Source: an optimization exercise on an open RTL-to-GDS flow (aim: small area, a short achievable clock period and few clock cycles per item). Production flows keep margins and buffers that such runs may drop.
The RTL was checked by simulation tests, not by an equivalence proof against the original design.
Power figures rest on the tool's default switching activity, not on a simulated workload.

**config.mk**
```make
export PLATFORM = sky130hd
export DESIGN_NAME = cpack_compressor
export DESIGN_NICKNAME = cpack_compressor
export VERILOG_FILES = /design/flow/design.v
export SDC_FILE = /design/flow/constraint.sdc
export NUM_CORES = 4
export LEC_CHECK = 0
export CAP_MARGIN = 20
export CORE_MARGIN = 2
export CORE_UTILIZATION = 25
export PLACE_DENSITY = 0.5
export SLEW_MARGIN = 20
```
**constraint.sdc**
```tcl
create_clock -name core_clock -period 6.0 [get_ports {i_clk}]
set_input_delay 1.2000 -clock core_clock [delete_from_list [all_inputs] [get_ports {i_clk}]]
set_output_delay 1.2000 -clock core_clock [all_outputs]
set_load 0.01 [all_outputs]
```
**design.v**
```verilog
package cpack_pkg;
  localparam int CACHE_LINE = 128;           
  localparam int WORD_SIZE  = 64;            
  localparam int WORD_BITS  = 32;            
  localparam int CODE_W     = WORD_BITS + 2;  
  localparam int LEN_W      = 6;             
  localparam int TOTAL_W    = 7;             
  localparam int LINE_LEN_W = 8;             
  typedef enum logic [2:0] {
    ZZZZ = 3'd0,  
    MMMM = 3'd1,  
    ZZZX = 3'd2,  
    MMMX = 3'd3,  
    MMXX = 3'd4,  
    XXXX = 3'd5   
  } cpack_pat_e;
  localparam logic [1:0] PFX_ZZZZ = 2'b00;
  localparam logic [1:0] PFX_XXXX = 2'b01;
  localparam logic [1:0] PFX_MMMM = 2'b10;
  localparam logic [3:0] PFX_MMXX = 4'b1100;
  localparam logic [3:0] PFX_ZZZX = 4'b1101;
  localparam logic [3:0] PFX_MMMX = 4'b1110;
  localparam logic [LEN_W-1:0] LEN_ZZZZ = 6'd2;
  localparam logic [LEN_W-1:0] LEN_XXXX = 6'd34;
  localparam logic [LEN_W-1:0] LEN_MMMM = 6'd3;
  localparam logic [LEN_W-1:0] LEN_MMXX = 6'd21;
  localparam logic [LEN_W-1:0] LEN_ZZZX = 6'd12;
  localparam logic [LEN_W-1:0] LEN_MMMX = 6'd13;
  typedef struct packed {
    cpack_pat_e             pat;
    logic                   idx;   
    logic [WORD_BITS-1:0]   word;
  } word_match_t;
  typedef struct packed {
    word_match_t w0;
    word_match_t w1;
    logic        first;  
    logic        last;   
  } pair_match_t;
  typedef struct packed {
    logic [CODE_W-1:0] bits;
    logic [LEN_W-1:0]  len;
  } word_code_t;
  typedef struct packed {
    logic                   compressed;
    logic [LINE_LEN_W-1:0]  len;
    logic [CACHE_LINE-1:0]  payload;
  } cline_out_t;
endpackage
module pattern_matcher (
  input  logic                          i_clk,
  input  logic                          i_rst_n,
  input  logic                          i_pair_valid,
  input  logic                          i_first,
  input  logic                          i_last,
  input  logic [cpack_pkg::WORD_SIZE-1:0] i_words,  
  output logic                          o_match_valid,
  output cpack_pkg::pair_match_t        o_match
);
  localparam int WB = cpack_pkg::WORD_BITS;
  logic [WB-1:0] dict_q [2];  
  logic [1:0]    dict_v_q;
  logic [1:0]    dict_use;    
  logic [WB-1:0] word0;
  logic [WB-1:0] word1;
  cpack_pkg::word_match_t m0;
  cpack_pkg::word_match_t m1;
  function automatic cpack_pkg::word_match_t classify(
    input logic [WB-1:0] w,
    input logic [1:0]    v,
    input logic [WB-1:0] d0,
    input logic [WB-1:0] d1
  );
    cpack_pkg::word_match_t m;
    logic [1:0] full;
    logic [1:0] hi24;
    logic [1:0] hi16;
    full = {v[1] & (d1 == w), v[0] & (d0 == w)};
    hi24 = {v[1] & (d1[WB-1:8] == w[WB-1:8]), v[0] & (d0[WB-1:8] == w[WB-1:8])};
    hi16 = {v[1] & (d1[WB-1:16] == w[WB-1:16]), v[0] & (d0[WB-1:16] == w[WB-1:16])};
    m.word = w;
    m.idx  = 1'b0;
    m.pat  = cpack_pkg::XXXX;
    if (w == '0) begin
      m.pat = cpack_pkg::ZZZZ;
    end else if (|full) begin
      m.pat = cpack_pkg::MMMM;
      m.idx = ~full[0];            
    end else if (w[WB-1:8] == '0) begin
      m.pat = cpack_pkg::ZZZX;
    end else if (|hi24) begin
      m.pat = cpack_pkg::MMMX;
      m.idx = ~hi24[0];
    end else if (|hi16) begin
      m.pat = cpack_pkg::MMXX;
      m.idx = ~hi16[0];
    end
    classify = m;
  endfunction
  assign word0    = i_words[cpack_pkg::WORD_SIZE-1 -: WB];
  assign word1    = i_words[WB-1:0];
  assign dict_use = dict_v_q & {2{~i_first}};  
  assign m0 = classify(word0, dict_use, dict_q[0], dict_q[1]);
  assign m1 = classify(word1, dict_use, dict_q[0], dict_q[1]);
  always_ff @(posedge i_clk) begin
    if (!i_rst_n) begin
      dict_v_q      <= 2'b00;
      o_match_valid <= 1'b0;
    end else begin
      o_match_valid <= i_pair_valid;
      if (i_pair_valid && i_first) begin
        dict_v_q <= 2'b11;
      end else if (i_pair_valid && i_last) begin
        dict_v_q <= 2'b00;  
      end
    end
  end
  always_ff @(posedge i_clk) begin
    if (i_pair_valid) begin
      o_match <= {m0, m1, i_first, i_last};  
      if (i_first) begin
        dict_q[0] <= word0;
        dict_q[1] <= word1;
      end
    end
  end
endmodule
module word_length_generator (
  input  cpack_pkg::word_match_t i_match,
  output cpack_pkg::word_code_t  o_code
);
  localparam int CW = cpack_pkg::CODE_W;
  always_comb begin
    case (i_match.pat)
      cpack_pkg::ZZZZ: begin
        o_code.bits = {cpack_pkg::PFX_ZZZZ, {(CW-2){1'b0}}};
        o_code.len  = cpack_pkg::LEN_ZZZZ;
      end
      cpack_pkg::MMMM: begin
        o_code.bits = {cpack_pkg::PFX_MMMM, i_match.idx, {(CW-3){1'b0}}};
        o_code.len  = cpack_pkg::LEN_MMMM;
      end
      cpack_pkg::ZZZX: begin
        o_code.bits = {cpack_pkg::PFX_ZZZX, i_match.word[7:0], {(CW-12){1'b0}}};
        o_code.len  = cpack_pkg::LEN_ZZZX;
      end
      cpack_pkg::MMMX: begin
        o_code.bits = {cpack_pkg::PFX_MMMX, i_match.idx, i_match.word[7:0],
                       {(CW-13){1'b0}}};
        o_code.len  = cpack_pkg::LEN_MMMX;
      end
      cpack_pkg::MMXX: begin
        o_code.bits = {cpack_pkg::PFX_MMXX, i_match.idx, i_match.word[15:0],
                       {(CW-21){1'b0}}};
        o_code.len  = cpack_pkg::LEN_MMXX;
      end
      default: begin  
        o_code.bits = {cpack_pkg::PFX_XXXX, i_match.word};
        o_code.len  = cpack_pkg::LEN_XXXX;
      end
    endcase
  end
endmodule
module length_accumulator #(
  parameter int CACHE_LINE = 128,
  parameter int WORD_SIZE  = 64
) (
  input  logic                               i_clk,
  input  logic                               i_rst_n,
  input  logic                               i_valid,
  input  logic                               i_first,
  input  logic                               i_last,
  input  logic [cpack_pkg::TOTAL_W-1:0]      i_total_length,
  output logic [cpack_pkg::LINE_LEN_W-1:0]   o_shift_amount,
  output logic                               o_stop_flag,
  output logic                               o_output_flag,
  output logic                               o_compressed_flag
);
  localparam int CNT_W = $clog2(CACHE_LINE + WORD_SIZE + 5);
  logic [CNT_W-1:0] count_q;     
  logic             stop_q;      
  logic [CNT_W-1:0] base;
  logic [CNT_W-1:0] next_count;
  assign base       = i_first ? '0 : count_q;  
  assign next_count = base + CNT_W'(i_total_length);
  assign o_shift_amount    = cpack_pkg::LINE_LEN_W'(base);
  assign o_stop_flag       = i_valid & ~i_first & stop_q;
  assign o_output_flag     = i_valid & i_last;
  assign o_compressed_flag = i_valid & i_last & (next_count < CNT_W'(CACHE_LINE));
  always_ff @(posedge i_clk) begin
    if (!i_rst_n) begin
      count_q <= '0;
      stop_q  <= 1'b0;
    end else if (i_valid) begin
      count_q <= next_count;
      stop_q  <= (next_count >= CNT_W'(CACHE_LINE));
    end
  end
endmodule
module length_generation #(
  parameter int CACHE_LINE = 128,
  parameter int WORD_SIZE  = 64
) (
  input  logic                               i_clk,
  input  logic                               i_rst_n,
  input  logic                               i_match_valid,
  input  cpack_pkg::pair_match_t             i_match,
  output cpack_pkg::word_code_t              o_code1,
  output cpack_pkg::word_code_t              o_code2,
  output logic [cpack_pkg::TOTAL_W-1:0]      o_total_length,
  output logic [cpack_pkg::LINE_LEN_W-1:0]   o_shift_amount,
  output logic                               o_stop_flag,
  output logic                               o_output_flag,
  output logic                               o_compressed_flag
);
  word_length_generator u_word_length_generator1 (
    .i_match (i_match.w0),
    .o_code  (o_code1)
  );
  word_length_generator u_word_length_generator2 (
    .i_match (i_match.w1),
    .o_code  (o_code2)
  );
  assign o_total_length = cpack_pkg::TOTAL_W'(o_code1.len)
                        + cpack_pkg::TOTAL_W'(o_code2.len);
  length_accumulator #(
    .CACHE_LINE (CACHE_LINE),
    .WORD_SIZE  (WORD_SIZE)
  ) u_length_accumulator (
    .i_clk             (i_clk),
    .i_rst_n           (i_rst_n),
    .i_valid           (i_match_valid),
    .i_first           (i_match.first),
    .i_last            (i_match.last),
    .i_total_length    (o_total_length),
    .o_shift_amount    (o_shift_amount),
    .o_stop_flag       (o_stop_flag),
    .o_output_flag     (o_output_flag),
    .o_compressed_flag (o_compressed_flag)
  );
endmodule
module code_packer #(
  parameter int CACHE_LINE = 128,
  parameter int WORD_SIZE  = 64
) (
  input  logic                               i_clk,
  input  logic                               i_rst_n,
  input  logic                               i_valid,
  input  logic                               i_first,
  input  logic                               i_last,
  input  logic [CACHE_LINE-1:0]              i_raw_line,
  input  cpack_pkg::word_code_t              i_code1,
  input  cpack_pkg::word_code_t              i_code2,
  input  logic [cpack_pkg::LINE_LEN_W-1:0]   i_shift_amount,
  input  logic                               i_stop_flag,
  input  logic                               i_output_flag,
  input  logic                               i_compressed_flag,
  output logic                               o_valid,
  output cpack_pkg::cline_out_t              o_line
);
  localparam int BUF_W = CACHE_LINE + WORD_SIZE + 4;  
  localparam int CW    = cpack_pkg::CODE_W;
  localparam int LW    = cpack_pkg::LINE_LEN_W;
  logic [BUF_W-1:0]      acc_q;      
  logic [CACHE_LINE-1:0] raw_q;
  logic [BUF_W-1:0]      base;
  logic [BUF_W-1:0]      ext1;
  logic [BUF_W-1:0]      ext2;
  logic [BUF_W-1:0]      pack_buf;
  logic [LW-1:0]         pos2;       
  logic [LW-1:0]         final_len;
  logic [CACHE_LINE-1:0] raw_sel;
  assign base = i_first ? '0 : acc_q;
  assign pos2 = i_shift_amount + LW'(i_code1.len);
  assign ext1 = {i_code1.bits, {(BUF_W-CW){1'b0}}} >> i_shift_amount;
  assign ext2 = {i_code2.bits, {(BUF_W-CW){1'b0}}} >> pos2;
  assign pack_buf  = i_stop_flag ? base : (base | ext1 | ext2);
  assign final_len = pos2 + LW'(i_code2.len);
  assign raw_sel   = i_first ? i_raw_line : raw_q;
  always_ff @(posedge i_clk) begin
    if (!i_rst_n) begin
      o_valid <= 1'b0;
    end else begin
      o_valid <= i_valid & i_output_flag;
    end
  end
  always_ff @(posedge i_clk) begin
    if (i_valid && !i_last) begin
      acc_q <= pack_buf;
    end
    if (i_valid && i_first) begin
      raw_q <= i_raw_line;  
    end
    if (i_valid && i_output_flag) begin
      o_line.compressed <= i_compressed_flag;
      if (i_compressed_flag) begin
        o_line.len     <= final_len;
        o_line.payload <= pack_buf[BUF_W-1 -: CACHE_LINE];
      end else begin
        o_line.len     <= LW'(CACHE_LINE);
        o_line.payload <= raw_sel;
      end
    end
  end
endmodule
module cpack_compressor #(
  parameter int CACHE_LINE = cpack_pkg::CACHE_LINE,
  parameter int WORD_SIZE  = cpack_pkg::WORD_SIZE,
  parameter int CREDITS    = 2
) (
  input  logic                   i_clk,
  input  logic                   i_rst_n,
  input  logic                   i_valid,
  input  logic [CACHE_LINE-1:0]  i_line,    
  output logic                   o_ready,
  output logic                   o_valid,
  output logic [136:0]           o_line,    
  input  logic                   i_credit
);
  localparam int CRD_W = $clog2(CREDITS + 1);
  logic                  accept;
  logic [CACHE_LINE-1:0] line_q;
  logic                  pair0_q;    
  logic                  pair1_q;    
  logic [CRD_W-1:0]      crd_q;
  logic [CRD_W-1:0]      crd_next;
  logic                  pair_valid;
  logic [WORD_SIZE-1:0]  pair_words;
  logic                                  match_valid;
  cpack_pkg::pair_match_t                match;
  cpack_pkg::word_code_t                 code1;
  cpack_pkg::word_code_t                 code2;
  logic [cpack_pkg::LINE_LEN_W-1:0]      shift_amount;
  logic                                  stop_flag;
  logic                                  output_flag;
  logic                                  compressed_flag;
  logic                                  pk_valid;
  cpack_pkg::cline_out_t                 pk_line;
  assign accept   = i_valid & o_ready;
  assign crd_next = crd_q + CRD_W'(i_credit) - CRD_W'(accept);  
  always_ff @(posedge i_clk) begin
    if (!i_rst_n) begin
      crd_q   <= CRD_W'(CREDITS);
      o_ready <= 1'b0;
      pair0_q <= 1'b0;
      pair1_q <= 1'b0;
      o_valid <= 1'b0;
    end else begin
      crd_q   <= crd_next;
      o_ready <= ~accept & (crd_next != '0);  
      pair0_q <= accept;
      pair1_q <= pair0_q;
      o_valid <= pk_valid;
    end
  end
  always_ff @(posedge i_clk) begin
    if (accept) begin
      line_q <= i_line;
    end
    if (pk_valid) begin
      o_line <= pk_line;
    end
  end
  assign pair_valid = pair0_q | pair1_q;
  assign pair_words = pair0_q ? line_q[CACHE_LINE-1 -: WORD_SIZE]
                              : line_q[CACHE_LINE-WORD_SIZE-1 -: WORD_SIZE];
  pattern_matcher u_pattern_matcher (
    .i_clk         (i_clk),
    .i_rst_n       (i_rst_n),
    .i_pair_valid  (pair_valid),
    .i_first       (pair0_q),
    .i_last        (pair1_q),
    .i_words       (pair_words),
    .o_match_valid (match_valid),
    .o_match       (match)
  );
  length_generation #(
    .CACHE_LINE (CACHE_LINE),
    .WORD_SIZE  (WORD_SIZE)
  ) u_length_generation (
    .i_clk             (i_clk),
    .i_rst_n           (i_rst_n),
    .i_match_valid     (match_valid),
    .i_match           (match),
    .o_code1           (code1),
    .o_code2           (code2),
    .o_total_length    (),              
    .o_shift_amount    (shift_amount),
    .o_stop_flag       (stop_flag),
    .o_output_flag     (output_flag),
    .o_compressed_flag (compressed_flag)
  );
  code_packer #(
    .CACHE_LINE (CACHE_LINE),
    .WORD_SIZE  (WORD_SIZE)
  ) u_code_packer (
    .i_clk             (i_clk),
    .i_rst_n           (i_rst_n),
    .i_valid           (match_valid),
    .i_first           (match.first),
    .i_last            (match.last),
    .i_raw_line        (line_q),
    .i_code1           (code1),
    .i_code2           (code2),
    .i_shift_amount    (shift_amount),
    .i_stop_flag       (stop_flag),
    .i_output_flag     (output_flag),
    .i_compressed_flag (compressed_flag),
    .o_valid           (pk_valid),
    .o_line            (pk_line)
  );
endmodule
```
**run.sh**
```bash
#!/bin/bash
# synth_recipe.tcl (not shown) runs the flow's synth.tcl, then flattens the netlist and writes it again
# the make line also repeats each setting of config.mk as NAME=value (left out here)
make -C /OpenROAD-flow-scripts/flow DESIGN_CONFIG=/design/flow/config.mk WORK_HOME=/design/flow/orfs CLKGATE_MAP_FILE= SYNTH_SCRIPT=/design/flow/synth_recipe.tcl finish
```
==> results.yml <==
run_status:
  status: "complete, no violations"
cells_and_area:
  fillers: 17580
  drive_gt1_frac: 0.1284
  mostFrequentLayoutCell: "sky130_fd_sc_hd__edfxtp_1"
  multiInputGateArea_um2: 17260
  area.sequential_um2: 24250
  top_library_cells_by_usage_in_the_layout_fill_and_taps_aside: "796 x sky130_fd_sc_hd__edfxtp_1, 375 x sky130_fd_sc_hd__nand2_1, 270 x sky130_fd_sc_hd__clkdlybuf4s50_1"
  areaGrowthSynthToFinish_pct: 23.52
  design.final.nets: 4331
route:
  post_drt_wl_per_cell_um: 36.12
  drc: 0
  detail_route.first_pass.iterations: 7
  post_drt_via_cell_ratio: 5.722
  antenna_left: 0
  first_iter_violations: 5472
  totalWireLength_um: 234500
  num_vias: 37140
global_route:
  grt_antenna_before_repair: 17
  via_count_of_the_first_global_routing_pass: 34760
  grt_pass1_wl_um: 311200
  grt_remaining_overflow: 0
  track_usage: 0.2597
  grt_max_degree: 129
synth:
  synthDistinctLibCells: 96
  synth_fp_nets: 3937
  synth-main-ff-cell: "sky130_fd_sc_hd__edfxtp_1"
  yosys_top_cell_area_share: 0.5566
  top_cells_by_area_synth: "sky130_fd_sc_hd__edfxtp_1 56%, sky130_fd_sc_hd__mux2i_1 4.5%, sky130_fd_sc_hd__nand2_1 3.3%, sky130_fd_sc_hd__o21ai_0 2.5%, sky130_fd_sc_hd__nor2_1 2.3%"
  synth.avg_cell_area_um2: 11.37
  synth-seq-area-share: 0.5645
  asyncSetResetFlopFracSynth: 0
  mappedNetlistArea_um2: 42940
  synth_seq_cells: 813
  synth_top_area_cell: "sky130_fd_sc_hd__edfxtp_1"
  post_synth_inst_count: 3778
  synth_edf_count: 796
  synthesis.yosys.warnings: 6
cts:
  cts.sinks: 813
  cts_hold_buffers: 0
  cts_buffers: 93
  cts.root.buffer_cell: "sky130_fd_sc_hd__clkbuf_16"
  post_cts.resized_instances: 0
  cts_buffer_depth: 3
  clkTransAtPathRegs_ns: 0.06
  cts_setup_buffers: 0
  clock_tree_from_tritoncts: "done"
  h-tree-depth: 3
  clock_insertion_delay_worst_skew_ns: 0.75
place:
  dp_hpwl_um: 181100
  io_buffer_count: 270
  preCtsSetupSlack_ns: 0.5596
  gp_routability_congestion: 1.039
run:
  cap_violations: 0
worst_hold_path:
  hold_path.startpoint: "u_code_packer.o_line[131]"
  hold_path.class: "flop to flop"
timing:
  setup_total_negative_slack_ns: 0
  worst_clock_skew_ns: 0.06256
  final_hold_viol_count: 0
  fmax_ghz: 0.1816
  final_setup_vio_count: 0
  grt_setup_unrepaired: "false"
  layout_setup_ws_ns: 0.4923
  timing.slew.headroom: 0.1725
  timing_worst_slew_pin_value_ns: 1.207
  part_of_the_cycle_the_worst_path_needs: 0.9179
  final-max-slew-violation-count: 0
  final.min_clock_period_ns: 5.508
floorplanning:
  floorplan.die_area_um2: 175100
  placeableCoreArea_um2: 171200
  start_util: 0.2509
  ioPinCount: 271
  placementRows: 152
  chipHeight_um: 418.5
  die_width_um: 418.5
worst_setup_path:
  end_kind: "flop"
  r2r_start: "u_pattern_matcher.o_match[36]"
  worst_setup_path_startpoint: "u_pattern_matcher.o_match[36]"
  critPathRequiredTime_ns: 6.47
  setup.worst_path.start_class: "flop"
  critPathMaxFanout: 6
  timing.setup.critical_path_class: "flop to flop"
  cp_data_arrival_time_ns: 5.98
power:
  static-leakage-power_nw: 18.38
  vdd_ir_drop_max_uv: 247.7
  cell_area_power_density_nw_per_um2: 317.3
==> sequential cells by signal, summed over array words and instances, names as in the netlist, 2 cells and up <==
signal and flops:
u_length_generation.u_length_accumulator.count_q 8, crd_q 2, u_code_packer.raw_q 128, u_pattern_matcher.dict_q 64, u_code_packer.acc_q 128, line_q 128
u_code_packer.o_line 137, o_line 137, u_pattern_matcher.o_match 74
==> synth_stat cells (23+ instances only) <==
cell type,count
sky130_fd_sc_hd__nor3_1,57
sky130_fd_sc_hd__o221ai_1,59
sky130_fd_sc_hd__a21oi_1,193
sky130_fd_sc_hd__nand2b_1,31
sky130_fd_sc_hd__nand2_1,376
sky130_fd_sc_hd__a21o_1,44
sky130_fd_sc_hd__o211ai_1,46
sky130_fd_sc_hd__nand4_1,41
sky130_fd_sc_hd__buf_2,38
sky130_fd_sc_hd__a211oi_1,36
sky130_fd_sc_hd__a221oi_1,26
sky130_fd_sc_hd__mux4_2,23
sky130_fd_sc_hd__clkbuf_1,177
sky130_fd_sc_hd__o22a_1,26
sky130_fd_sc_hd__and2_1,23
sky130_fd_sc_hd__o2bb2ai_1,47
sky130_fd_sc_hd__nor2_1,266
sky130_fd_sc_hd__nor4_1,41
sky130_fd_sc_hd__a22o_1,26
sky130_fd_sc_hd__o22ai_1,57
sky130_fd_sc_hd__edfxtp_1,796
sky130_fd_sc_hd__a31oi_1,91
sky130_fd_sc_hd__inv_1,118
sky130_fd_sc_hd__xor2_1,55
sky130_fd_sc_hd__mux2i_1,193
sky130_fd_sc_hd__buf_1,34
sky130_fd_sc_hd__a22oi_1,57
sky130_fd_sc_hd__nand3_1,67
sky130_fd_sc_hd__o21ai_0,218
sky130_fd_sc_hd__xnor2_1,89
==> stage by stage <==
| stage | instances | total power [mW] | hold WS, ns | instance area, um^2 | utilization |
|---|---|---|---|---|---|
| after floorplan | 3778 | 8.770 | 0.4003 | 42950 | - |
| after global placement | 6310 | 10.85 | 0.4025 | 49850 | 0.2913 |
| after detailed placement | 6310 | 10.84 | 0.4045 | 49850 | 0.2913 |
| after CTS | 6484 | 16.79 | 0.4114 | 53010 | 0.3097 |
| after global routing | 6484 | 17.22 | 0.4208 | 53030 | 0.3098 |
| final | 6491 | 16.83 | 0.4120 | 53040 | 0.3099 |
==> critical path, cell delays in order (launching register included) <==
cell                       delay [ns]
sky130_fd_sc_hd__edfxtp_1        0.43
sky130_fd_sc_hd__nor2_2          0.30
sky130_fd_sc_hd__and2_1          0.41
sky130_fd_sc_hd__nor2_1          0.20
sky130_fd_sc_hd__fa_1            0.52
sky130_fd_sc_hd__ha_1            0.23
sky130_fd_sc_hd__fa_1            0.48
sky130_fd_sc_hd__a21oi_1         0.20
sky130_fd_sc_hd__o211ai_1        0.14
sky130_fd_sc_hd__a21oi_1         0.22
sky130_fd_sc_hd__buf_4           0.16
sky130_fd_sc_hd__xnor2_1         0.18
sky130_fd_sc_hd__nand2_4         0.15
sky130_fd_sc_hd__inv_4           0.20
sky130_fd_sc_hd__nand2_1         0.21
sky130_fd_sc_hd__buf_4           0.24
sky130_fd_sc_hd__nor2_1          0.55
sky130_fd_sc_hd__o21ai_0         0.19
sky130_fd_sc_hd__o211ai_1        0.25
==> final timing paths <==
kind	endpoint	slack (ns)	depth (start not counted)
setup / recovery	u_code_packer.o_line[67]	0.49	18
hold / removal	o_line[131]	0.41	0
setup reg to reg	u_code_packer.o_line[67]	0.49	18
hold reg to reg	o_line[131]	0.41	0
==> cell type report <==
class | count | area share
multi-input cells | 2581 | 0.3254
inverters | 126 | 0.009081
well taps | 2233 | 0.05267
repair buffers | 557 | 0.09581
clock inverters | 63 | 0.01434
clock buffers | 111 | 0.04515
flip-flops and latches | 813 | 0.4572
diodes | 7 | 0.0003302
==> metal layers <==
| metal | part of all wire | global-route usage |
|---|---|---|
| met2 | 0.42 | 0.3793 |
| met3 | 0.094 | 0.05490 |
| met5 | 0.00032 | 0 |
| met4 | 0.062 | 0.1390 |
| met1 | 0.42 | 0.3578 |
==> kinds of logic (layout without fill, tap and decap cells) <==
logic type	count (synthesis)	in the layout	synth area share
AOI/OAI and AO/OA	1163	1163	0.1877
xor gates and xnor gates	144	144	0.02937
adders and majority gates	29	29	0.009906
buffers and inverters	384	857	0.03627
DFF	813	813	0.5645
muxes	240	240	0.06395
other	0	7	0
and+or+nand+nor	1005	1005	0.1082
==> power breakdown <==
| group | total (mW) | internal (mW) | switching [mW] |
|---|---|---|---|
| sequential | 7.21 | 6.78 | 0.431 |
| combinational | 3.66 | 1.11 | 2.55 |
| clock | 5.96 | 3.37 | 2.59 |
| total | 16.8 | 11.3 | 5.57 |
Testbench counts, summed over its fixed seeds: cycles 9,600, lines 2,400.

==> port drivers added, routing unchanged <==
How much do the figures lean on ideal ports? The routed layout below was timed once more, with nothing changed but the port constraints.
Step 1, drivers: a clkbuf_16 drives i_clk and a buf_2 each remaining input, both assumed.
Step 2 also shifts input and output timing later by t, the mid clock arrival at the registers, as if the neighbouring blocks saw the same clock.
a / b / c = no drivers / after step 1 / after step 2; a / b = the first two.
shift t [ns]: 0.804
setup WS [ns]: 0.492 / 0.492 / 0.492
hold slack, ns: 0.412 / 0.412 / 0.412
worst setup path at the end: register to register
cell pins on the clock port's net: 1
After both steps this run still meets setup and hold. For this run, drivers alone change the setup slack by 0.000 ns; drivers and shift together by 0.000 ns.
